Context: an optimization exercise on an open-source flow, tuned for small area. The choices shown serve that exercise and are no tape-out recipe. At most, simulation tests tie the RTL to the original design; equivalence was not proved. Function not checked in run 1: the RTL went through the layout flow alone. Power and IR drop assume default switching activity. The clock port is modelled as an ideal driver; clocking choices that lean on that would not hold on a real chip.

File: flow/standard.sh
#!/bin/bash
# synth_recipe.tcl (not shown) runs the flow's synth.tcl, then flattens the netlist and writes it again
# the make line also repeats each setting of config.mk as NAME=value (left out here)
make -C /OpenROAD-flow-scripts/flow DESIGN_CONFIG=/design/flow/config.mk WORK_HOME=/design/flow/orfs CLKGATE_MAP_FILE= SYNTH_SCRIPT=/design/flow/synth_recipe.tcl "${@:-finish}"
File: flow/constraint.sdc
create_clock -name core_clock -period 6.0 [get_ports {BUS_CLK}]
set_input_delay 1.2000 -clock core_clock [delete_from_list [all_inputs] [get_ports {BUS_CLK}]]
set_output_delay 1.2000 -clock core_clock [all_outputs]
set_load 0.01 [all_outputs]
File: flow/config.mk
export PLATFORM = sky130hd
export DESIGN_NAME = timestamp_core
export DESIGN_NICKNAME = timestamp_core
export VERILOG_FILES = /design/flow/design.v
export SDC_FILE = /design/flow/constraint.sdc
export NUM_CORES = 4
export LEC_CHECK = 0
export CAP_MARGIN = 20
export CORE_MARGIN = 2
export CORE_UTILIZATION = 78
export PLACE_DENSITY = 0.86
export SLEW_MARGIN = 20
export SYNTH_HIERARCHICAL = 1
export SYNTH_MINIMUM_KEEP_SIZE = 0
File: flow/flow/run.sh
#!/bin/bash
set -e
export CTS_ARGS="-sink_clustering_enable -repair_clock_nets -sink_clustering_size 32 -sink_clustering_max_diameter 75 -buf_list {sky130_fd_sc_hd__clkbuf_4 sky130_fd_sc_hd__clkbuf_8} -sink_clustering_buffer sky130_fd_sc_hd__clkbuf_16 -root_buf sky130_fd_sc_hd__clkbuf_8 -dont_use_dummy_load"
export BUFFER_PORTS_ARGS="-buffer_cell sky130_fd_sc_hd__buf_1"
bash standard.sh > standard.log 2>&1
File: flow/design.v
`timescale 1ns/1ps
`default_nettype none
module ts_tbit (
    input  wire t,
    input  wire c,
    input  wire d,
    input  wire ld,
    input  wire kp,
    output wire n,
    output wire co
);
    assign co = t & c;
    assign n = (ld & d) | (kp & (t ^ c));
endmodule
module ts_tbit_lsb (
    input  wire t,
    input  wire d,
    input  wire ld,
    input  wire kp,
    output wire n
);
    assign n = (ld & d) | (kp & ~t);
endmodule
module ts_tbit_top (
    input  wire t,
    input  wire c,
    input  wire d,
    input  wire ld,
    input  wire kp,
    output wire n
);
    assign n = (ld & d) | (kp & (t ^ c));
endmodule
module ts_aoi3 (
    input  wire a0, input wire b0,
    input  wire a1, input wire b1,
    input  wire a2, input wire b2,
    output wire y
);
    assign y = ~((a0 & b0) | (a1 & b1) | (a2 & b2));
endmodule
module ts_col31 (
    input  wire [30:0] s,
    input  wire [30:0] d,
    output wire        o
);
    wire [10:0] y;
    for (genvar g = 0; g < 10; g++) begin : g_grp
        ts_aoi3 u (.a0(s[3*g]), .b0(d[3*g]), .a1(s[3*g+1]), .b1(d[3*g+1]), .a2(s[3*g+2]), .b2(d[3*g+2]), .y(y[g]));
    end
    assign y[10] = ~(s[30] & d[30]);
    assign o = ~&y;
endmodule
module ts_col20 (
    input  wire [19:0] s,
    input  wire [19:0] d,
    output wire        o
);
    wire [7:0] y;
    for (genvar g = 0; g < 6; g++) begin : g_grp
        ts_aoi3 u (.a0(s[3*g]), .b0(d[3*g]), .a1(s[3*g+1]), .b1(d[3*g+1]), .a2(s[3*g+2]), .b2(d[3*g+2]), .y(y[g]));
    end
    assign y[6] = ~(s[18] & d[18]);
    assign y[7] = ~(s[19] & d[19]);
    assign o = ~&y;
endmodule
`default_nettype wire
`timescale 1ns/1ps
`default_nettype none
module timestamp_core #(
    parameter int ABUSWIDTH = 16,
    parameter logic [3:0] IDENTIFIER = 4'b0001,
    parameter int EVT_DEPTH = 4,
    parameter int OUT_DEPTH = 16
) (
    input  wire                 BUS_CLK,
    input  wire                 RST_SYNC,
    input  wire [ABUSWIDTH-1:0] bus_add,
    input  wire [7:0]           bus_data_in,
    input  wire                 bus_wr,
    input  wire                 bus_rd,
    output logic [7:0]          bus_data_out,
    input  wire                 di,
    input  wire                 fifo_read,
    output logic                fifo_empty,
    output logic [31:0]         fifo_data
);
    localparam int NLM = 10;
    localparam int NH = 11;
    logic core_rst;
    logic enable;
    logic [7:0] lost_cnt;
    logic di_q;
    logic [63:0] tb;
    logic [2:0] ecnt;
    logic [1:0] pst;
    logic [4:0] ocnt;
    logic [1:0] hph;
    logic [3:0] rpos;
    logic [23:0] bank_l [NLM];
    logic [23:0] bank_m [NLM];
    logic [15:0] bank_h [NH];
    logic evt, store, pop, ofull, owr, ord, hpop;
    assign core_rst = RST_SYNC || (bus_wr && bus_add == 16'd0);
    always_ff @(posedge BUS_CLK) begin
        if (core_rst) enable <= 1'b0;
        else if (bus_wr && bus_add == 16'd2) enable <= bus_data_in[0];
    end
    always_ff @(posedge BUS_CLK) begin
        if (RST_SYNC) bus_data_out <= '0;
        else if (bus_rd) begin
            case (bus_add)
                16'd0: bus_data_out <= 8'h01;
                16'd2: bus_data_out <= {7'b0, enable};
                16'd3: bus_data_out <= lost_cnt;
                default: bus_data_out <= '0;
            endcase
        end
    end
    logic [7:0] tld, tkp, tall;
    logic [8:0] tcy;
    logic [63:0] tb_next;
    assign tcy[0] = 1'b1;
    for (genvar k = 0; k < 8; k++) begin : g_tbyte
        assign tld[k] = bus_wr && bus_add == 16'(8 + k) && !RST_SYNC;
        assign tkp[k] = !(bus_wr && bus_add == 16'(8 + k)) && !core_rst;
        assign tall[k] = &tb[8*k +: 8];
        assign tcy[k+1] = tcy[k] & tall[k];
        logic [7:0] lc;
        assign lc[0] = tcy[k];
        for (genvar j = 0; j < 7; j++) begin : g_tbit
            if (k != 0 || j != 0) begin : g_b
                ts_tbit u_bit (
                    .t(tb[8*k+j]), .c(lc[j]), .d(bus_data_in[j]), .ld(tld[k]), .kp(tkp[k]),
                    .n(tb_next[8*k+j]), .co(lc[j+1])
                );
            end
        end
        if (k == 0) begin : g_tbit0
            ts_tbit_lsb u_bit0 (
                .t(tb[0]), .d(bus_data_in[0]), .ld(tld[0]), .kp(tkp[0]), .n(tb_next[0])
            );
            assign lc[1] = tb[0];
        end
        ts_tbit_top u_bit7 (
            .t(tb[8*k+7]), .c(lc[7]), .d(bus_data_in[7]), .ld(tld[k]), .kp(tkp[k]),
            .n(tb_next[8*k+7])
        );
    end
    always_ff @(posedge BUS_CLK) begin
        tb <= tb_next;
        if (core_rst) di_q <= 1'b0;
        else di_q <= di;
    end
    assign evt = enable && di && !di_q;
    assign store = evt && (ecnt != 3'd4);
    assign pop = (pst == 2'd0) && (ecnt != 3'd0);
    assign ofull = ocnt[4];
    assign owr = (pst != 2'd0) && !ofull;
    assign ord = fifo_read && (ocnt != 5'd0);
    assign hpop = ord && (hph == 2'd3);
    always_ff @(posedge BUS_CLK) begin
        if (core_rst) lost_cnt <= '0;
        else if (evt && ecnt == 3'd4 && lost_cnt != 8'hff) lost_cnt <= lost_cnt + 8'd1;
    end
    always_ff @(posedge BUS_CLK) begin
        if (core_rst) begin
            ecnt <= '0;
            pst <= '0;
            ocnt <= '0;
            hph <= 2'd1;
            rpos <= 4'hf;
        end else begin
            ecnt <= ecnt + {2'b0, store} - {2'b0, pop};
            if (pop) pst <= 2'd1;
            else if (owr) pst <= (pst == 2'd3) ? 2'd0 : pst + 2'd1;
            ocnt <= ocnt + {4'b0, owr} - {4'b0, ord};
            rpos <= rpos + {3'b0, store} - {3'b0, hpop};
            if (ord) hph <= (hph == 2'd3) ? 2'd1 : hph + 2'd1;
        end
    end
    always_ff @(posedge BUS_CLK) begin
        if (store) begin
            bank_l[0] <= tb[23:0];
            bank_m[0] <= tb[47:24];
            bank_h[0] <= tb[63:48];
            for (int i = 1; i < NLM; i++) begin
                bank_l[i] <= bank_l[i-1];
                bank_m[i] <= bank_m[i-1];
            end
            for (int i = 1; i < NH; i++) bank_h[i] <= bank_h[i-1];
        end
    end
    logic [30:0] rsel;
    always_comb begin
        for (int i = 0; i < NH; i++) begin
            rsel[i] = rpos == 4'(i) && hph == 2'd3;
            if (i < NLM) begin
                rsel[NH + i] = rpos == 4'(i) && hph == 2'd1;
                rsel[NH + NLM + i] = rpos == 4'(i) && hph == 2'd2;
            end
        end
    end
    assign fifo_empty = (ocnt == 5'd0);
    assign fifo_data[31:24] = {IDENTIFIER, 2'b00, hph};
    for (genvar j = 0; j < 24; j++) begin : g_col
        logic [30:0] d;
        for (genvar i = 0; i < NLM; i++) begin : g_lm
            assign d[NH + i] = bank_l[i][j];
            assign d[NH + NLM + i] = bank_m[i][j];
        end
        if (j < 16) begin : g_lo
            for (genvar i = 0; i < NH; i++) begin : g_h
                assign d[i] = bank_h[i][j];
            end
            ts_col31 u_col (.s(rsel), .d(d), .o(fifo_data[j]));
        end else begin : g_hi
            assign d[NH-1:0] = '0;
            ts_col20 u_col (.s(rsel[30:NH]), .d(d[30:NH]), .o(fifo_data[j]));
        end
    end
endmodule
`default_nettype wire
==> results of run 1 <==
==> final cells by class <==
type                       instances  area, sq um  share of cell area [%]
clock buffer                      29          692                    2.36
timing repair buffer              86          500                    1.71
tap                              455          569                    1.94
multi-input combinational        672         5820                    19.8
sequential                       754        21700                    73.8
inverter                          24         93.8                   0.320
antenna                            1         2.50                 0.00853
==> worst min path at each step <==
stage	slack, ns	cells after the start	to
2_1_floorplan	0.41	0	bank_h[0][10]$_DFFE_PP_
3_3_place_gp	0.42	0	bank_h[0][8]$_DFFE_PP_
3_5_place_dp	0.43	0	bank_h[0][13]$_DFFE_PP_
4_1_cts	0.38	0	bank_l[7][19]$_DFFE_PP_
5_1_grt	0.38	0	bank_l[7][19]$_DFFE_PP_
6_report	0.37	0	bank_l[7][19]$_DFFE_PP_
==> registers in the layout, indices dropped and copies added (netlist names) <==
signal and flops:
bank_m 240, ecnt 3, enable 1, hph 2, bus_data_out 8, bank_h 176, tb 64, lost_cnt 8
ocnt 5, rpos 4, bank_l 240, di_q 1, pst 2
==> stage by stage <==
step	hold WS (ns)	instances	worst slack, ns	TNS (ns)	cell area (sq um)
after floorplan	0.412	1469	-5.71	-3747.91	27600
after global placement	0.422	1990	2.19	0	28600
after detailed placement	0.430	1990	2.11	0	28600
after CTS	0.379	2019	1.30	0	29300
after global routing	0.383	2020	1.17	0	29300
final	0.374	2021	1.14	0	29300
==> power breakdown <==
group | internal (mW) | switching [mW] | total [mW]
registers | 5.65 | 0.0444 | 5.69
clock network | 0.815 | 1.43 | 2.25
logic | 0.252 | 0.417 | 0.669
total | 6.72 | 1.89 | 8.61
==> cells in the final DEF (no fill, tap or decap), types with 5 or more instances in the layout <==
cell / instances
a2111o_1: 16
a21oi_1: 21
a222oi_1: 208
a22o_1: 63
a22oi_2: 8
and2_1: 7
and3_1: 12
and4_1: 9
buf_1: 64
buf_12: 6
buf_4: 15
clkbuf_16: 26
conb_1: 6
dfxtp_1: 98
edfxtp_1: 656
ha_1: 76
inv_1: 23
nand2_1: 35
nand2b_1: 12
nand3_1: 13
nand4_1: 56
nor2_1: 19
nor2_2: 7
nor2_4: 12
nor3_1: 12
o21ai_0: 5
or4_1: 5
xnor2_1: 5
xor2_1: 11
==> cells by family after synthesis <==
family,synth area share [%]
adders and majority gates,3.67
other,0.0273
DFF,78.6
buffers and inverters,0.749
xor gates and xnor gates,0.509
muxes,0.0727
and+or+nand+nor,4.79
AOI/OAI and AO/OA,11.6
==> Yosys stat by module (local to each module, per instance) <==
| module | area [sq um] | cells |
|---|---|---|
| ts_col31 | 27.5 | 4 |
| ts_tbit_lsb | 16.3 | 3 |
| ts_tbit | 21.3 | 2 |
| ts_aoi3 | 10.0 | 1 |
| ts_col20 | 27.5 | 3 |
| timestamp_core | 23500 | 1040 |
| ts_tbit_top | 17.5 | 2 |
==> critical path, cell delays in order, from the launching register on <==
cell,delay (ns)
dfxtp_1,0.37
inv_1,0.08
ha_1,0.26
nand2_1,0.29
nor2_4,1.02
a222oi_1,0.33
and4_1,0.29
nand4_1,0.10
buf_1,0.19
==> metal layers <==
layer	share of wire (%)	global-route usage, %	vias up
met1	33	53.7	7825
met3	16	8.39	244
met4	4.6	14.7	0
met2	46	58.3	1658
met5	0	0	-
li1	-	-	6603
==> impl_metrics.py, run 1 <==
metrics = {
    "final_layout": {
        "syn_to_final_growth_pct": 6.50,
        "layout-drive-gt1-share_pct": 6.13,
        "nNetsFinal": 1676,
        "final_core_util_pct": 84.7,
        "fill_cells": 1484,
    },
    "place": {
        "dp_hpwl_mm": 41.5,
        "routabilityCongestion": 0.850,
        "io_buffers": 64,
    },
    "clocking": {
        "cts-root-buf": "clkbuf_8",
        "cts_buffers": 29,
        "cts_max_path_buffers": 3,
        "insertion_delay_ns": 0.74,
        "postCtsResizedCells": 0,
        "post_cts_buffers": 0,
        "cts_hold_buf": 0,
        "path_clk_slew_ns": 0.12,
        "h-tree-depth": 1,
        "cts_tree": "done",
        "cts.sinks": 754,
    },
    "floorplan": {
        "initial_core_util_pct": 79.6,
        "coreArea_sq_um": 34600,
        "die_w_um": 192,
        "die_area_sq_um": 36800,
        "die_h_um": 192,
        "rows": 68,
        "num_io_pins": 71,
    },
    "route": {
        "drt_pre_antenna_iters": 9,
        "drt-vias-per-instance": 8.08,
        "num_vias": 16330,
        "drc": 0,
        "wirelength_mm": 68.6,
        "drt.antenna.violating_nets": 0,
        "wl_per_cell_um": 33.9,
        "drt_first_iter_violations": 3849,
    },
    "power_and_ir_drop": {
        "power_density_nw_per_um2": 293,
        "power.total_mw": 8.61,
        "ir_drop_uv": 348,
        "leakagePower_nw": 9.00,
    },
    "worst_setup_path": {
        "r2r-end": "tb[39]$_DFF_P_",
        "arrival_ns": 3.66,
        "cp-startpoint": "hph[1]$_SDFFE_PN0P_",
        "reg2regPathDepth": 13,
        "criticalPathCategory": "register to output pin",
        "setup.worst_path.end_class": "output pin",
        "crit_path_start_kind": "register",
        "crit_fanout": 24,
        "rrSetupSlack_ns": 2.44,
        "required_ns": 4.80,
        "crit_path_end": "fifo_data[21]",
        "r2r_start": "tb[0]$_DFF_P_",
    },
    "yosys": {
        "synth_top_area_cell": "edfxtp_1",
        "syn_area_per_cell_sq_um": 18.8,
        "syn-cell-area_sq_um": 27500,
        "yosysWarnings": 10,
        "syn_inst": 1465,
        "synth.top_cell.area_share_pct": 71.5,
        "synth_flop_cell": "edfxtp_1",
        "synthTopCellsByArea": "edfxtp_1, a222oi_1, dfxtp_1",
        "synth_cell_types": 55,
        "synth-edff-count": 656,
        "seq_area_frac_synth_pct": 78.6,
        "yosysMostFrequentCell": "edfxtp_1",
        "netlist_top_cells_count": "edfxtp_1, a222oi_1, dfxtp_1, ha_1, a22o_1",
        "ys_ff_latch": 754,
        "async_reset_ff_share_pct": 0,
    },
    "timing": {
        "worst_slew_pin_slew_ns": 1.27,
        "drv_slew": 0,
        "skew_ns": 0.0815,
        "rsz0062_at_grt": "false",
        "period_minus_slack_ns": 4.86,
        "finalHoldViolCount": 0,
        "fmax_ghz": 0.206,
        "min_period_over_period_pct": 81.1,
        "setup_viol_count_final": 0,
        "relSlewSlack_pct": 15.4,
    },
    "global_routing": {
        "grt_usage_pct": 37.7,
        "grt_overflow": 0,
        "grt_max_degree": 164,
        "grt_pass1_vias": 15740,
        "grt_pass1_wl_mm": 99.6,
        "antenna_found_initial": 0,
    },
    "min_path": {
        "holdCritStartpoint": "bank_l[6][19]$_DFFE_PP_",
        "hold_path.class": "register to register",
    },
    "run_status": {
        "outcome": "complete, no violations",
    },
    "flow_run": {
        "drv_cap": 0,
    },
}
==> run 2, diff against run 1 <==
--- a/flow/design.v
+++ b/flow/design.v
@@ -11,15 +11,6 @@
 );
     assign co = t & c;
     assign n = (ld & d) | (kp & (t ^ c));
-endmodule
-module ts_tbit_lsb (
-    input  wire t,
-    input  wire d,
-    input  wire ld,
-    input  wire kp,
-    output wire n
-);
-    assign n = (ld & d) | (kp & ~t);
 endmodule
 module ts_tbit_top (
     input  wire t,
@@ -129,18 +120,10 @@
         logic [7:0] lc;
         assign lc[0] = tcy[k];
         for (genvar j = 0; j < 7; j++) begin : g_tbit
-            if (k != 0 || j != 0) begin : g_b
-                ts_tbit u_bit (
-                    .t(tb[8*k+j]), .c(lc[j]), .d(bus_data_in[j]), .ld(tld[k]), .kp(tkp[k]),
-                    .n(tb_next[8*k+j]), .co(lc[j+1])
-                );
-            end
-        end
-        if (k == 0) begin : g_tbit0
-            ts_tbit_lsb u_bit0 (
-                .t(tb[0]), .d(bus_data_in[0]), .ld(tld[0]), .kp(tkp[0]), .n(tb_next[0])
+            ts_tbit u_bit (
+                .t(tb[8*k+j]), .c(lc[j]), .d(bus_data_in[j]), .ld(tld[k]), .kp(tkp[k]),
+                .n(tb_next[8*k+j]), .co(lc[j+1])
             );
-            assign lc[1] = tb[0];
         end
         ts_tbit_top u_bit7 (
             .t(tb[8*k+7]), .c(lc[7]), .d(bus_data_in[7]), .ld(tld[k]), .kp(tkp[k]),
==> flow/flow/run.sh (replaced) <==
#!/bin/bash
set -e
export CTS_ARGS="-sink_clustering_enable -repair_clock_nets -sink_clustering_size 36 -sink_clustering_max_diameter 70 -buf_list {sky130_fd_sc_hd__clkbuf_4 sky130_fd_sc_hd__clkbuf_8} -sink_clustering_buffer sky130_fd_sc_hd__clkbuf_16 -root_buf sky130_fd_sc_hd__clkbuf_8 -dont_use_dummy_load"
export BUFFER_PORTS_ARGS="-buffer_cell sky130_fd_sc_hd__buf_1"
bash standard.sh > standard.log 2>&1
--- a/flow/config.mk
+++ b/flow/config.mk
@@ -7,8 +7,11 @@
 export LEC_CHECK = 0
 export CAP_MARGIN = 20
 export CORE_MARGIN = 2
-export CORE_UTILIZATION = 78
-export PLACE_DENSITY = 0.86
+export CORE_UTILIZATION = 70
+export CTS_BUF_LIST = sky130_fd_sc_hd__clkbuf_16
+export CTS_CLUSTER_DIAMETER = 60
+export CTS_CLUSTER_SIZE = 30
+export PLACE_DENSITY = 0.8
 export SLEW_MARGIN = 20
 export SYNTH_HIERARCHICAL = 1
 export SYNTH_MINIMUM_KEEP_SIZE = 0
==> impl_metrics.py, run 2 <==
metrics = {
    "worst_setup_path": {
        "setup.worst_path.end_class": "output pin",
        "arrival_ns": 3.51,
        "required_ns": 4.80,
        "crit_fanout": 16,
        "cp_slowest_cell": "a222oi_1",
        "slowest_delay_ns": 0.69,
        "worstPathCellList": "inv_1 > ha_1 > and3_1 > a222oi_1 > nand4_1 > a2111o_1 > buf_1",
        "criticalPathCategory": "register to output pin",
        "crit_path_start_kind": "register",
    },
    "power_and_ir_drop": {
        "p_switching_mw": 1.89,
        "power.total_mw": 8.66,
        "pwr-share-comb_pct": 7.6,
        "ir_drop_uv": 249,
        "power_density_nw_per_um2": 295,
        "sw_frac_of_total_pct": 21.8,
        "internal_power_mw": 6.77,
        "leakagePower_nw": 8.99,
        "p_seq_share_pct": 65.7,
        "p_clk_share_pct": 26.7,
    },
    "global_routing": {
        "grtUsageMet3_pct": 5.30,
        "grt.busiest_layer": "met2",
        "gr-usage-met1_pct": 44.9,
        "grt_max_degree": 203,
        "use_met2_pct": 48.2,
        "grt_pass1_vias": 15068,
        "grt_usage_pct": 30.7,
        "grt_overflow": 0,
        "grt_pass1_wl_mm": 93.6,
        "antenna_found_initial": 0,
    },
    "final_layout": {
        "final_common_cell": "edfxtp_1",
        "layout-drive-gt1-share_pct": 5.71,
        "multi_input_area_sq_um": 5850,
        "largestRegisters": "bank_l x240, bank_m x240, bank_h x176",
        "fin_cells": 2077,
        "nNetsFinal": 1671,
        "final_cell_mix": "edfxtp_1, a222oi_1, dfxtp_1, ha_1",
        "final_area_sq_um": 29400,
        "insertedDiodeCount": 0,
        "syn_to_final_growth_pct": 6.63,
        "fill_cells": 2215,
        "seqCellArea_sq_um": 21700,
    },
    "place": {
        "dp.cells": 2045,
        "place_ws_ns": 2.12,
        "dp_hpwl_mm": 38.0,
        "post_dp_cell_area_sq_um": 28600,
        "io_buffers": 64,
        "routabilityCongestion": 0.875,
    },
    "yosys": {
        "synth_top_area_cell": "edfxtp_1",
        "yosysWarnings": 10,
        "synth-edff-count": 656,
        "synthTopCellsByArea": "edfxtp_1, a222oi_1, dfxtp_1",
        "syn_inst": 1464,
        "netlist_top_cells_count": "edfxtp_1, a222oi_1, dfxtp_1, ha_1, a22o_1",
        "syn-cell-area_sq_um": 27600,
        "synth_flop_cell": "edfxtp_1",
        "ys_ff_latch": 754,
        "seq_area_frac_synth_pct": 78.6,
        "synth.top_cell.area_share_pct": 71.5,
        "yosysMostFrequentCell": "edfxtp_1",
        "async_reset_ff_share_pct": 0,
        "synth_cell_types": 54,
        "syn_area_per_cell_sq_um": 18.8,
    },
    "route": {
        "drt-vias-per-instance": 7.50,
        "wl_per_cell_um": 30.1,
        "drt.antenna.violating_nets": 0,
        "drt_pre_antenna_iters": 10,
        "drc": 0,
        "num_vias": 15587,
        "wirelength_mm": 62.6,
        "drt_first_iter_violations": 3353,
    },
    "floorplan": {
        "coreArea_sq_um": 38700,
        "die_area_sq_um": 41000,
        "die_w_um": 202,
        "die_h_um": 202,
        "num_io_pins": 71,
        "rows": 72,
        "initial_core_util_pct": 71.1,
    },
    "clocking": {
        "path_clk_slew_ns": 0.11,
        "cts_buffers": 31,
        "insertion_delay_ns": 0.78,
        "h-tree-depth": 1,
        "postCtsResizedCells": 0,
        "cts.sinks": 754,
        "cts-root-buf": "clkbuf_8",
        "cts_tree": "done",
        "post_cts_buffers": 0,
        "cts_hold_buf": 0,
        "cts_max_path_buffers": 3,
    },
    "timing": {
        "min_period_over_period_pct": 78.5,
        "fin_ws_ns": 1.29,
        "worst_slew_pin_slew_ns": 1.16,
        "relSlewSlack_pct": 22.2,
        "period_minus_slack_ns": 4.71,
        "drv_slew": 0,
        "skew_ns": 0.0822,
        "fmax_ghz": 0.212,
        "finalHoldViolCount": 0,
        "setup_viol_count_final": 0,
        "rsz0062_at_grt": "false",
    },
    "flow_run": {
        "drv_cap": 0,
    },
    "run_status": {
        "outcome": "complete, no violations",
    },
    "min_path": {
        "hold_path.class": "register to register",
    },
}
## run 2: critical path, delay by kind of cell, from the launching register on
kind | cells | cell delay, ns
AO/OA/AOI/OAI | 2 | 1.04
buffers and inverters | 2 | 0.22
adder cells (fa/ha/maj) | 1 | 0.32
AND/OR/NAND/NOR | 2 | 0.86
flip-flops | 1 | 0.35
## run 2: cells by family after synthesis
kind of cell | after synthesis | share of synthesized area, %
DFF | 754 | 78.6
AOI/OAI and AO/OA | 339 | 11.6
and+or+nand+nor | 229 | 4.77
adders and majority gates | 80 | 3.71
buffers and inverters | 42 | 0.736
xor gates and xnor gates | 16 | 0.509
other | 2 | 0.0273
muxes | 2 | 0.0727
## run 2: area by class of cell
class | count | area share, %
Tap cell | 518 | 2.21
Sequential cell | 754 | 73.7
Inverter | 23 | 0.307
Multi-Input combinational cell | 673 | 19.9
Timing Repair Buffer | 78 | 1.34
Clock buffer | 31 | 2.53
## run 2: per-module statistics from Yosys, one instance, submodules excluded
| module | times used | cells |
|---|---|---|
| timestamp_core | 1 | 1040 |
| ts_col20 | 8 | 3 |
| ts_tbit | 56 | 2 |
| ts_tbit_top | 8 | 2 |
| ts_col31 | 16 | 4 |
| ts_aoi3 | 208 | 1 |
## run 2: worst paths after layout
kind	startpoint	to	slack (ns)	cells past startpoint
setup / recovery	rpos[2]$_SDFF_PN1_	fifo_data[11]	1.29	7
hold / removal	bank_h[6][14]$_DFFE_PP_	bank_h[7][14]$_DFFE_PP_	0.42	0
setup reg to reg	tb[6]$_DFF_P_	tb[62]$_DFF_P_	2.43	12
hold reg to reg	bank_h[6][14]$_DFFE_PP_	bank_h[7][14]$_DFFE_PP_	0.42	0
## run 2: metal layers
layer / vias up / routed length [um] / part of all wire [%]
met5: - / 0 / 0
met4: 0 / 2200 / 3.5
met3: 135 / 7910 / 13
met2: 1100 / 29500 / 47
met1: 7753 / 23000 / 37
li1: 6599 / - / -
## run 2: power groups by stage
stage | combinational, mW | sequential (mW) | clock (mW)
after CTS | 0.656 | 5.69 | 2.33
after detailed placement | 0.652 | 5.81 | 0
after floorplan | 0.433 | 5.80 | 0
after global routing | 0.727 | 5.70 | 2.48
after global placement | 0.622 | 5.81 | 0
final | 0.662 | 5.69 | 2.31
## run 2: stage by stage
stage	setup TNS [ns]	hold WS [ns]	util (%)
after floorplan	-3747.91	0.412	-
after detailed placement	0	0.432	73.9
after CTS	0	0.410	75.8
after global placement	0	0.427	73.8
final	0	0.418	75.8
after global routing	0	0.428	75.8
==> run 3, diff against run 2 <==
==> flow/flow/run.sh (replaced) <==
#!/bin/bash
set -e
export CTS_ARGS="-sink_clustering_enable -repair_clock_nets -sink_clustering_size 34 -sink_clustering_max_diameter 90 -buf_list {sky130_fd_sc_hd__clkbuf_4 sky130_fd_sc_hd__clkbuf_8} -sink_clustering_buffer sky130_fd_sc_hd__clkbuf_16 -root_buf sky130_fd_sc_hd__clkbuf_8 -dont_use_dummy_load"
export BUFFER_PORTS_ARGS="-buffer_cell sky130_fd_sc_hd__buf_1"
bash standard.sh > standard.log 2>&1
==> impl_metrics.py, run 3 <==
metrics = {
    "run_status": {
        "outcome": "complete, no violations",
    },
    "final_layout": {
        "final_area_sq_um": 29300,
        "final_common_cell": "edfxtp_1",
        "insertedDiodeCount": 0,
        "multi_input_area_sq_um": 5840,
        "seqCellArea_sq_um": 21700,
        "largestRegisters": "bank_l x240, bank_m x240, bank_h x176",
        "syn_to_final_growth_pct": 6.21,
        "nNetsFinal": 1667,
        "final_cell_mix": "edfxtp_1, a222oi_1, dfxtp_1, ha_1",
        "fin_cells": 2073,
        "fill_cells": 2237,
        "layout-drive-gt1-share_pct": 5.40,
    },
    "floorplan": {
        "die_area_sq_um": 41000,
        "die_h_um": 202,
        "num_io_pins": 71,
        "die_w_um": 202,
        "coreArea_sq_um": 38700,
        "initial_core_util_pct": 71.1,
        "rows": 72,
    },
    "yosys": {
        "seq_area_frac_synth_pct": 78.6,
        "netlist_top_cells_count": "edfxtp_1, a222oi_1, dfxtp_1, ha_1, a22o_1",
        "synth.top_cell.area_share_pct": 71.5,
        "syn-cell-area_sq_um": 27600,
        "yosysMostFrequentCell": "edfxtp_1",
        "synth_top_area_cell": "edfxtp_1",
        "async_reset_ff_share_pct": 0,
        "syn_area_per_cell_sq_um": 18.8,
        "synth-edff-count": 656,
        "yosysWarnings": 10,
        "synthTopCellsByArea": "edfxtp_1, a222oi_1, dfxtp_1",
        "ys_ff_latch": 754,
        "syn_inst": 1464,
        "synth_flop_cell": "edfxtp_1",
        "synth_cell_types": 54,
    },
    "timing": {
        "rsz0062_at_grt": "false",
        "period_minus_slack_ns": 4.66,
        "min_period_over_period_pct": 77.6,
        "worst_slew_pin_slew_ns": 1.17,
        "finalHoldViolCount": 0,
        "relSlewSlack_pct": 21.2,
        "setup_viol_count_final": 0,
        "drv_slew": 0,
        "fmax_ghz": 0.215,
        "skew_ns": 0.0392,
    },
    "worst_setup_path": {
        "r2r-end": "tb[62]$_DFF_P_",
        "path_delay_family": "simple AND/OR/NAND/NOR gates",
        "crit_fanout": 13,
        "critical_path_buf_inv_count": 2,
        "crit_path_start_kind": "register",
        "r2r_start": "tb[6]$_DFF_P_",
        "worstPathCellList": "or2_2 > nor2_2 > buf_4 > a222oi_1 > nand4_1 > a2111o_1 > buf_1",
        "rrSetupSlack_ns": 2.51,
        "criticalPathCategory": "register to output pin",
        "reg2regPathDepth": 12,
        "required_ns": 4.80,
        "slowest_delay_ns": 0.84,
        "setup.worst_path.end_class": "output pin",
        "cp_slowest_cell": "nor2_2",
        "arrival_ns": 3.46,
    },
    "place": {
        "dp_hpwl_mm": 38.0,
        "routabilityCongestion": 0.875,
        "post_dp_cell_area_sq_um": 28600,
        "io_buffers": 64,
        "dp.cells": 2045,
    },
    "min_path": {
        "whs_path_depth": 0,
        "holdCritStartpoint": "bank_l[3][20]$_DFFE_PP_",
        "worstHoldEndpoint": "bank_l[4][20]$_DFFE_PP_",
        "hold_path.class": "register to register",
    },
    "global_routing": {
        "grt_usage_pct": 30.4,
        "grt_pass1_vias": 14929,
        "grt_pass1_wl_mm": 92.8,
        "antenna_found_initial": 0,
        "grt_max_degree": 203,
        "grt_overflow": 0,
    },
    "route": {
        "wl_met2_mm": 29.5,
        "highest_layer": "met4",
        "wl_met1_mm": 23.0,
        "drc": 0,
        "drt.antenna.violating_nets": 0,
        "wl_per_cell_um": 30.0,
        "drt_pre_antenna_iters": 10,
        "drt-vias-per-instance": 7.45,
        "wirelength_mm": 62.2,
        "drt_first_iter_violations": 3260,
        "num_vias": 15448,
        "dr_wl_met3_mm": 7.87,
    },
    "clocking": {
        "insertion_delay_ns": 0.72,
        "h-tree-depth": 1,
        "cts_tree": "done",
        "cts-root-buf": "clkbuf_8",
        "cts_max_path_buffers": 3,
        "postCtsResizedCells": 0,
        "post_cts_buffers": 0,
        "path_clk_slew_ns": 0.12,
        "cts.sinks": 754,
        "cts_buffers": 26,
        "cts_hold_buf": 0,
    },
    "power_and_ir_drop": {
        "leakagePower_nw": 8.93,
        "power_density_nw_per_um2": 290,
        "ir_drop_uv": 275,
    },
    "flow_run": {
        "drv_cap": 0,
    },
}
[run 3: cell counts after synthesis]
Identical to the previous run, type by type.
[run 3: cell type report]
| type | instances | share of cell area, % |
|---|---|---|
| clock buffers | 26 | 2.11 |
| inverters | 23 | 0.308 |
| multi-input cells | 673 | 20.0 |
| flip-flops and latches | 754 | 74.0 |
| well taps | 518 | 2.21 |
| repair buffers | 79 | 1.38 |
[run 3: through the flow]
step	setup slack [ns]	hold WS [ns]	power, mW	TNS (ns)	utilization [%]
global route	1.22	0.441	8.71	0	75.5
detailed placement	2.12	0.432	6.46	0	73.9
global placement	2.13	0.427	6.43	0	73.8
CTS	1.34	0.429	8.49	0	75.5
finish	1.34	0.431	8.48	0	75.5
floorplan	-5.71	0.412	6.23	-3747.91	-
[run 3: how the worst max path moves through the flow]
| stage | to | slack (ns) | startpoint | depth (start not counted) |
|---|---|---|---|---|
| 2_1_floorplan | bank_h[0][0]$_DFFE_PP_ | -5.71 | di | 3 |
| 4_1_cts | fifo_data[19] | 1.34 | rpos[1]$_SDFF_PN1_ | 7 |
| 5_1_grt | fifo_data[19] | 1.22 | hph[1]$_SDFFE_PN0P_ | 7 |
| 6_report | fifo_data[2] | 1.34 | rpos[1]$_SDFF_PN1_ | 7 |
| 3_3_place_gp | fifo_data[11] | 2.13 | rpos[2]$_SDFF_PN1_ | 7 |
| 3_5_place_dp | fifo_data[19] | 2.12 | rpos[1]$_SDFF_PN1_ | 7 |
[run 3: Yosys stat by module, one instance, submodules excluded]
module          cells  cell area (sq um)  copies in the design
timestamp_core   1040              23500                     1
ts_col20            3               27.5                     8
ts_col31            4               27.5                    16
ts_tbit             2               21.3                    56
ts_tbit_top         2               17.5                     8
ts_aoi3             1               10.0                   208
[run 3: metal layers]
layer  vias to the layer above  global-route usage, %
met1                      7701                   44.5
met5                         -                      0
li1                       6587                      -
met4                         0                   8.86
met2                      1050                   48.1
met3                       110                   5.51
[run 3: logic make-up after synthesis]
kind of cell | share of synthesized area (%)
flops | 78.6
compound gates | 11.6
simple gates | 4.77
fa+ha+maj | 3.71
buf+inv | 0.736
xor+xnor | 0.509
other cells | 0.0273
mux | 0.0727
[run 3: report_power, final]
| part | total [mW] | switching [mW] | leakage (nW) | internal [mW] |
|---|---|---|---|---|
| Clock | 2.13 | 1.39 | 0.305 | 0.732 |
| Combinational | 0.660 | 0.407 | 2.66 | 0.254 |
| Sequential | 5.69 | 0.0416 | 5.97 | 5.65 |
| Total | 8.48 | 1.84 | 8.93 | 6.63 |
==> run 4, diff against run 3 <==
==> flow/flow/run.sh (replaced) <==
#!/bin/bash
# The standard layout (standard.sh, standard synthesis unchanged) with two changes:
#  - clock tree: clkbuf_16 leaf buffers on clusters of up to 32 registers within 75 um,
#    clkbuf_4/8 above them, and no dummy loads;
#  - each input and output port gets a buf_1 instead of a clkdlybuf4s50_1.
# make's output goes to standard.log here; ORFS keeps each step's log under orfs/logs.
set -e
export CTS_ARGS="-sink_clustering_enable -repair_clock_nets -sink_clustering_size 18 -sink_clustering_max_diameter 50 -buf_list {sky130_fd_sc_hd__clkbuf_4 sky130_fd_sc_hd__clkbuf_8} -sink_clustering_buffer sky130_fd_sc_hd__clkbuf_8 -root_buf sky130_fd_sc_hd__clkbuf_8 -dont_use_dummy_load"
export BUFFER_PORTS_ARGS="-buffer_cell sky130_fd_sc_hd__buf_1"
bash standard.sh > standard.log 2>&1
--- a/flow/config.mk
+++ b/flow/config.mk
@@ -8,9 +8,6 @@
 export CAP_MARGIN = 20
 export CORE_MARGIN = 2
 export CORE_UTILIZATION = 70
-export CTS_BUF_LIST = sky130_fd_sc_hd__clkbuf_16
-export CTS_CLUSTER_DIAMETER = 60
-export CTS_CLUSTER_SIZE = 30
 export PLACE_DENSITY = 0.8
 export SLEW_MARGIN = 20
 export SYNTH_HIERARCHICAL = 1
==> impl_metrics.py, run 4 <==
metrics = {
    "power_and_ir_drop": {
        "leakagePower_nw": 9.01,
        "p_switching_mw": 1.94,
        "p_clk_share_pct": 26.5,
        "sw_frac_of_total_pct": 22.4,
        "pwr-share-comb_pct": 7.7,
        "p_seq_share_pct": 65.8,
        "ir_drop_uv": 224,
        "internal_power_mw": 6.71,
        "power_density_nw_per_um2": 294,
    },
    "yosys": {
        "syn-cell-area_sq_um": 27600,
        "async_reset_ff_share_pct": 0,
        "synth-edff-count": 656,
        "netlist_top_cells_count": "edfxtp_1, a222oi_1, dfxtp_1, ha_1, a22o_1",
        "yosysWarnings": 10,
        "yosysMostFrequentCell": "edfxtp_1",
        "synth_flop_cell": "edfxtp_1",
        "seq_area_frac_synth_pct": 78.6,
        "yosys.area_share.xor_xnor_pct": 0.509,
        "synth_top_area_cell": "edfxtp_1",
        "yosys.area_share.adder_pct": 3.71,
        "muxShareOfSynthArea_pct": 0.0727,
        "syn_inst": 1464,
        "synth_cell_types": 54,
        "synth.top_cell.area_share_pct": 71.5,
        "synth_compound_area_share_pct": 11.6,
        "synthTopCellsByArea": "edfxtp_1, a222oi_1, dfxtp_1",
        "ys_ff_latch": 754,
        "synth-simple-area-share_pct": 4.77,
        "synth_top_family_by_area": "compound AO/OA/AOI/OAI gates",
        "syn_area_per_cell_sq_um": 18.8,
    },
    "clocking": {
        "cts_max_path_buffers": 3,
        "cts_tree": "done",
        "path_clk_slew_ns": 0.11,
        "h-tree-depth": 2,
        "postCtsResizedCells": 0,
        "cts-root-buf": "clkbuf_8",
        "cts_buffers": 54,
        "cts.sinks": 754,
        "insertion_delay_ns": 0.68,
        "cts_hold_buf": 0,
        "post_cts_buffers": 0,
    },
    "timing": {
        "tns_ns": 0,
        "drv_slew": 0,
        "worst_slew_pin_slew_ns": 1.15,
        "skew_ns": 0.0541,
        "fmax_ghz": 0.216,
        "finalHoldViolCount": 0,
        "period_minus_slack_ns": 4.64,
        "relSlewSlack_pct": 23.4,
        "whs_ns": 0.406,
        "min_period_over_period_pct": 77.3,
        "setup_viol_count_final": 0,
        "rsz0062_at_grt": "false",
        "fin_ws_ns": 1.36,
    },
    "place": {
        "io_buffers": 64,
        "routabilityCongestion": 0.875,
        "dp_hpwl_mm": 38.0,
        "place_ws_ns": 2.12,
        "post_dp_cell_area_sq_um": 28600,
    },
    "final_layout": {
        "insertedDiodeCount": 0,
        "multi_input_area_sq_um": 5850,
        "fill_cells": 2215,
        "final_common_cell": "edfxtp_1",
        "largestRegisters": "bank_l x240, bank_m x240, bank_h x176",
        "nNetsFinal": 1694,
        "syn_to_final_growth_pct": 6.63,
        "final_area_sq_um": 29400,
        "seqCellArea_sq_um": 21700,
        "layout-drive-gt1-share_pct": 7.08,
        "final_cell_mix": "edfxtp_1, a222oi_1, dfxtp_1, ha_1",
    },
    "global_routing": {
        "grt_pass1_vias": 15190,
        "grt_overflow": 0,
        "grt_pass1_wl_mm": 93.9,
        "grt_max_degree": 203,
        "grt_usage_pct": 31.1,
        "antenna_found_initial": 0,
    },
    "flow_run": {
        "drv_cap": 0,
    },
    "min_path": {
        "hold_path.class": "register to register",
    },
    "route": {
        "num_vias": 15731,
        "drt_pre_antenna_iters": 10,
        "wl_per_cell_um": 30.0,
        "drt-vias-per-instance": 7.49,
        "drc": 0,
        "drt_first_iter_violations": 3262,
        "drt.antenna.violating_nets": 0,
        "wirelength_mm": 63.1,
    },
    "worst_setup_path": {
        "path_delay_family": "compound AO/OA/AOI/OAI gates",
        "slowest_delay_ns": 0.67,
        "setup.worst_path.end_class": "output pin",
        "crit_fanout": 16,
        "critical_path_buf_inv_count": 2,
        "arrival_ns": 3.44,
        "cp_slowest_cell": "a222oi_1",
        "criticalPathCategory": "register to output pin",
        "required_ns": 4.80,
        "worstPathCellList": "inv_1 > ha_1 > and3_1 > a222oi_1 > nand4_1 > a2111o_1 > buf_1",
        "crit_path_start_kind": "register",
    },
    "floorplan": {
        "initial_core_util_pct": 71.1,
        "die_area_sq_um": 41000,
        "die_h_um": 202,
        "die_w_um": 202,
        "rows": 72,
        "num_io_pins": 71,
        "coreArea_sq_um": 38700,
    },
    "run_status": {
        "outcome": "complete, no violations",
    },
}
## run 4: cell type report
| type | instances | share of cell area (%) |
|---|---|---|
| clock buffers | 54 | 2.53 |
| inverters | 23 | 0.307 |
| multi-input cells | 673 | 19.9 |
| flip-flops and latches | 754 | 73.7 |
| well taps | 518 | 2.21 |
| repair buffers | 78 | 1.34 |
## run 4: layer usage
metal  part of all wire [%]  track usage (%)
met1                     37             45.3
met5                      0                0
met3                     13             6.27
met2                     47             48.3
met4                    3.6             10.2
## run 4: kinds of logic after synthesis
family,count (synthesis)
buffers and inverters,42
muxes,2
AOI/OAI and AO/OA,339
other,2
adders and majority gates,80
and+or+nand+nor,229
xor gates and xnor gates,16
DFF,754
## run 4: modules after synthesis, one instance, submodules excluded
module,area (sq um),copies in the design,flip-flops and latches
timestamp_core,23500,1,754
ts_aoi3,10.0,208,0
ts_col20,27.5,8,0
ts_col31,27.5,16,0
ts_tbit,21.3,56,0
ts_tbit_top,17.5,8,0
## run 4: metrics by stage
stage / util (%) / total power, mW / instances
final: 75.8 / 8.64 / 2100
after detailed placement: 73.9 / 6.46 / 2045
after global routing: 75.8 / 8.91 / 2100
after global placement: 73.8 / 6.43 / 2045
after CTS: 75.8 / 8.66 / 2099
after floorplan: - / 6.23 / 1469
## run 4: final timing paths
path / start / to / slack [ns] / cells after the start
setup / recovery: rpos[2]$_SDFF_PN1_ / fifo_data[11] / 1.36 / 7
hold / removal: bank_m[4][22]$_DFFE_PP_ / bank_m[5][22]$_DFFE_PP_ / 0.41 / 0
setup reg to reg: tb[2]$_DFF_P_ / tb[62]$_DFF_P_ / 2.42 / 12
hold reg to reg: bank_m[4][22]$_DFFE_PP_ / bank_m[5][22]$_DFFE_PP_ / 0.41 / 0
## run 4: power groups by stage
| stage | Sequential [mW] | Clock [mW] | Combinational, mW |
|---|---|---|---|
| after floorplan | 5.80 | 0 | 0.433 |
| after global placement | 5.81 | 0 | 0.622 |
| after detailed placement | 5.81 | 0 | 0.652 |
| after CTS | 5.69 | 2.31 | 0.659 |
| after global routing | 5.70 | 2.48 | 0.730 |
| final | 5.69 | 2.29 | 0.665 |
## run 4: worst reg2reg max path, cell delays in order, from the launching register on
cell	delay [ns]
dfxtp_1	0.41
nand4_1	0.20
nor4_1	0.97
and4_1	0.38
and2_1	0.16
ha_1	0.16
ha_1	0.15
ha_1	0.15
ha_1	0.16
ha_1	0.15
ha_1	0.15
ha_1	0.23
a22o_1	0.21
==> run 5, diff against run 4 <==
==> flow/flow/run.sh (replaced) <==
#!/bin/bash
# The standard layout (standard.sh, standard synthesis unchanged) with two changes:
#  - clock tree: clkbuf_16 leaf buffers on clusters of up to 32 registers within 75 um,
#    clkbuf_4/8 above them, and no dummy loads;
#  - each input and output port gets a buf_1 instead of a clkdlybuf4s50_1.
# make's output goes to standard.log here; ORFS keeps each step's log under orfs/logs.
set -e
export CTS_ARGS="-sink_clustering_enable -repair_clock_nets -sink_clustering_size 32 -sink_clustering_max_diameter 75 -buf_list {sky130_fd_sc_hd__clkbuf_4 sky130_fd_sc_hd__clkbuf_8} -sink_clustering_buffer sky130_fd_sc_hd__clkbuf_16 -root_buf sky130_fd_sc_hd__clkbuf_8 -dont_use_dummy_load"
export BUFFER_PORTS_ARGS="-buffer_cell sky130_fd_sc_hd__buf_1"
bash standard.sh > standard.log 2>&1
==> impl_metrics.py, run 5 <==
metrics = {
    "route": {
        "drt_first_iter_violations": 3338,
        "wirelength_mm": 62.5,
        "drt_pre_antenna_iters": 9,
        "wl_per_cell_um": 30.1,
        "drt-vias-per-instance": 7.50,
        "drc": 0,
        "drt.antenna.violating_nets": 0,
        "num_vias": 15567,
    },
    "final_layout": {
        "largestRegisters": "bank_l x240, bank_m x240, bank_h x176",
        "syn_to_final_growth_pct": 6.54,
        "final_common_cell": "edfxtp_1",
        "final_cell_mix": "edfxtp_1, a222oi_1, dfxtp_1, ha_1",
        "fill_cells": 2226,
        "insertedDiodeCount": 0,
        "seqCellArea_sq_um": 21700,
        "nNetsFinal": 1670,
        "layout-drive-gt1-share_pct": 5.65,
        "multi_input_area_sq_um": 5850,
    },
    "place": {
        "place_ws_ns": 2.12,
        "io_buffers": 64,
        "routabilityCongestion": 0.875,
        "dp_hpwl_mm": 38.0,
    },
    "clocking": {
        "h-tree-depth": 1,
        "cts_tree": "done",
        "cts_buffers": 30,
        "post_cts_buffers": 0,
        "path_clk_slew_ns": 0.11,
        "postCtsResizedCells": 0,
        "cts_hold_buf": 0,
        "cts.sinks": 754,
        "cts-root-buf": "clkbuf_8",
        "insertion_delay_ns": 0.75,
        "cts_max_path_buffers": 3,
    },
    "yosys": {
        "async_reset_ff_share_pct": 0,
        "synth_cell_types": 54,
        "synth.top_cell.area_share_pct": 71.5,
        "netlist_top_cells_count": "edfxtp_1, a222oi_1, dfxtp_1, ha_1, a22o_1",
        "syn_area_per_cell_sq_um": 18.8,
        "ys_ff_latch": 754,
        "yosysWarnings": 10,
        "synthTopCellsByArea": "edfxtp_1, a222oi_1, dfxtp_1",
        "yosysMostFrequentCell": "edfxtp_1",
        "synth_flop_cell": "edfxtp_1",
        "syn_inst": 1464,
        "seq_area_frac_synth_pct": 78.6,
        "syn-cell-area_sq_um": 27600,
        "synth-edff-count": 656,
        "synth_top_area_cell": "edfxtp_1",
    },
    "global_routing": {
        "grt_max_degree": 203,
        "grt_pass1_vias": 15005,
        "antenna_found_initial": 0,
        "grt_overflow": 0,
        "grt_pass1_wl_mm": 93.1,
        "grt_usage_pct": 30.6,
    },
    "floorplan": {
        "num_io_pins": 71,
        "die_area_sq_um": 41000,
        "die_w_um": 202,
        "coreArea_sq_um": 38700,
        "initial_core_util_pct": 71.1,
        "die_h_um": 202,
        "rows": 72,
    },
    "power_and_ir_drop": {
        "sw_frac_of_total_pct": 21.8,
        "p_seq_share_pct": 66.0,
        "internal_power_mw": 6.74,
        "pwr-share-comb_pct": 7.7,
        "p_switching_mw": 1.87,
        "power_density_nw_per_um2": 294,
        "leakagePower_nw": 8.98,
        "p_clk_share_pct": 26.3,
        "ir_drop_uv": 286,
    },
    "flow_run": {
        "drv_cap": 0,
    },
    "timing": {
        "fmax_ghz": 0.213,
        "skew_ns": 0.0386,
        "worst_slew_pin_slew_ns": 1.16,
        "rsz0062_at_grt": "false",
        "finalHoldViolCount": 0,
        "period_minus_slack_ns": 4.69,
        "min_period_over_period_pct": 78.1,
        "tns_ns": 0,
        "fin_ws_ns": 1.31,
        "setup_viol_count_final": 0,
        "drv_slew": 0,
        "relSlewSlack_pct": 22.1,
    },
    "worst_setup_path": {
        "crit_fanout": 16,
        "worstPathCellList": "inv_1 > ha_1 > and3_1 > a222oi_1 > nand4_1 > a2111o_1 > buf_1",
        "criticalPathCategory": "register to output pin",
        "slowest_delay_ns": 0.68,
        "required_ns": 4.80,
        "crit_path_start_kind": "register",
        "setup.worst_path.end_class": "output pin",
        "arrival_ns": 3.49,
        "cp_slowest_cell": "a222oi_1",
    },
    "min_path": {
        "hold_path.class": "register to register",
    },
    "run_status": {
        "outcome": "complete, no violations",
    },
}
[run 5: Yosys stat by module, one instance, submodules excluded]
module,copies in the design,cell area (sq um),flip-flops and latches,cells
timestamp_core,1,23500,754,1040
ts_tbit_top,8,17.5,0,2
ts_col31,16,27.5,0,4
ts_tbit,56,21.3,0,2
ts_aoi3,208,10.0,0,1
ts_col20,8,27.5,0,3
[run 5: logic make-up after synthesis]
family	count (synthesis)	synth area share, %
DFF	754	78.6
AOI/OAI and AO/OA	339	11.6
and+or+nand+nor	229	4.77
adders and majority gates	80	3.71
buffers and inverters	42	0.736
xor gates and xnor gates	16	0.509
other	2	0.0273
muxes	2	0.0727
[run 5: critical path: cells and delay by family (launching register included)]
| kind | cells | cell delay, ns |
|---|---|---|
| DFF | 1 | 0.34 |
| and+or+nand+nor | 2 | 0.86 |
| buffers and inverters | 2 | 0.22 |
| AOI/OAI and AO/OA | 2 | 1.04 |
| adders and majority gates | 1 | 0.31 |
[run 5: path summary, 6_finish.rpt]
kind,startpoint,end,slack [ns],cells past startpoint
setup / recovery,rpos[2]$_SDFF_PN1_,fifo_data[11],1.31,7
hold / removal,bank_l[5][10]$_DFFE_PP_,bank_l[6][10]$_DFFE_PP_,0.44,0
setup reg to reg,tb[6]$_DFF_P_,tb[62]$_DFF_P_,2.36,12
hold reg to reg,bank_l[5][10]$_DFFE_PP_,bank_l[6][10]$_DFFE_PP_,0.44,0
[run 5: power by group through the flow]
stage | combinational, mW | sequential [mW] | clock (mW)
after CTS | 0.658 | 5.69 | 2.27
after floorplan | 0.433 | 5.80 | 0
final | 0.663 | 5.69 | 2.27
after detailed placement | 0.652 | 5.81 | 0
after global placement | 0.622 | 5.81 | 0
after global routing | 0.727 | 5.70 | 2.44
[run 5: area by class of cell]
| class | count | area share [%] |
|---|---|---|
| Clock buffer | 30 | 2.44 |
| Inverter | 23 | 0.307 |
| Multi-Input combinational cell | 673 | 19.9 |
| Sequential cell | 754 | 73.8 |
| Tap cell | 518 | 2.21 |
| Timing Repair Buffer | 78 | 1.34 |
[run 5: metrics by stage]
step	utilization [%]	area (sq um)	cells	hold slack [ns]	total power [mW]
final	75.8	29400	2076	0.438	8.62
after global routing	75.8	29400	2076	0.448	8.87
after CTS	75.7	29300	2075	0.438	8.62
after detailed placement	73.9	28600	2045	0.432	6.46
after global placement	73.8	28600	2045	0.427	6.43
after floorplan	-	27600	1469	0.412	6.23
[run 5: routing by layer]
metal	share of wire, %	GRT usage, %	routed length, um	vias to the layer above
met1	37	44.9	23400	7706
met5	0	0	0	-
met2	47	48.0	29400	1117
li1	-	-	-	6594
met3	12	5.06	7700	150
met4	3.3	9.70	2050	0

[separate check: timing with driven ports]
Ports are ideal in the flow. The routed layouts listed here were re-timed in OpenROAD. Step 1: set_driving_cell puts a clkbuf_16 on BUS_CLK and a buf_2 on each other input, an assumption about the parent block. Step 2 times the ports against the registers' clock, not the clock port: input delays grow and output delays shrink by t, the midpoint of the rising clock arrivals with the driver on. Three values: no drivers, after step 1, after step 2; two values: the first two.
| run | t (ns) | setup slack, ns | worst data-port slew with drivers (ns) |
|---|---|---|---|
| run 1 | 0.750 | 1.137 / 1.087 / 1.837 | 0.03 |
| run 2 | 0.793 | 1.292 / 1.239 / 2.032 | 0.04 |
| run 3 | 0.752 | 1.341 / 1.289 / 2.041 | 0.04 |
| run 4 | 0.709 | 1.363 / 1.310 / 2.018 | 0.04 |
| run 5 | 0.780 | 1.314 / 1.261 / 2.042 | 0.04 |
After both steps setup and hold are still met in every run listed.
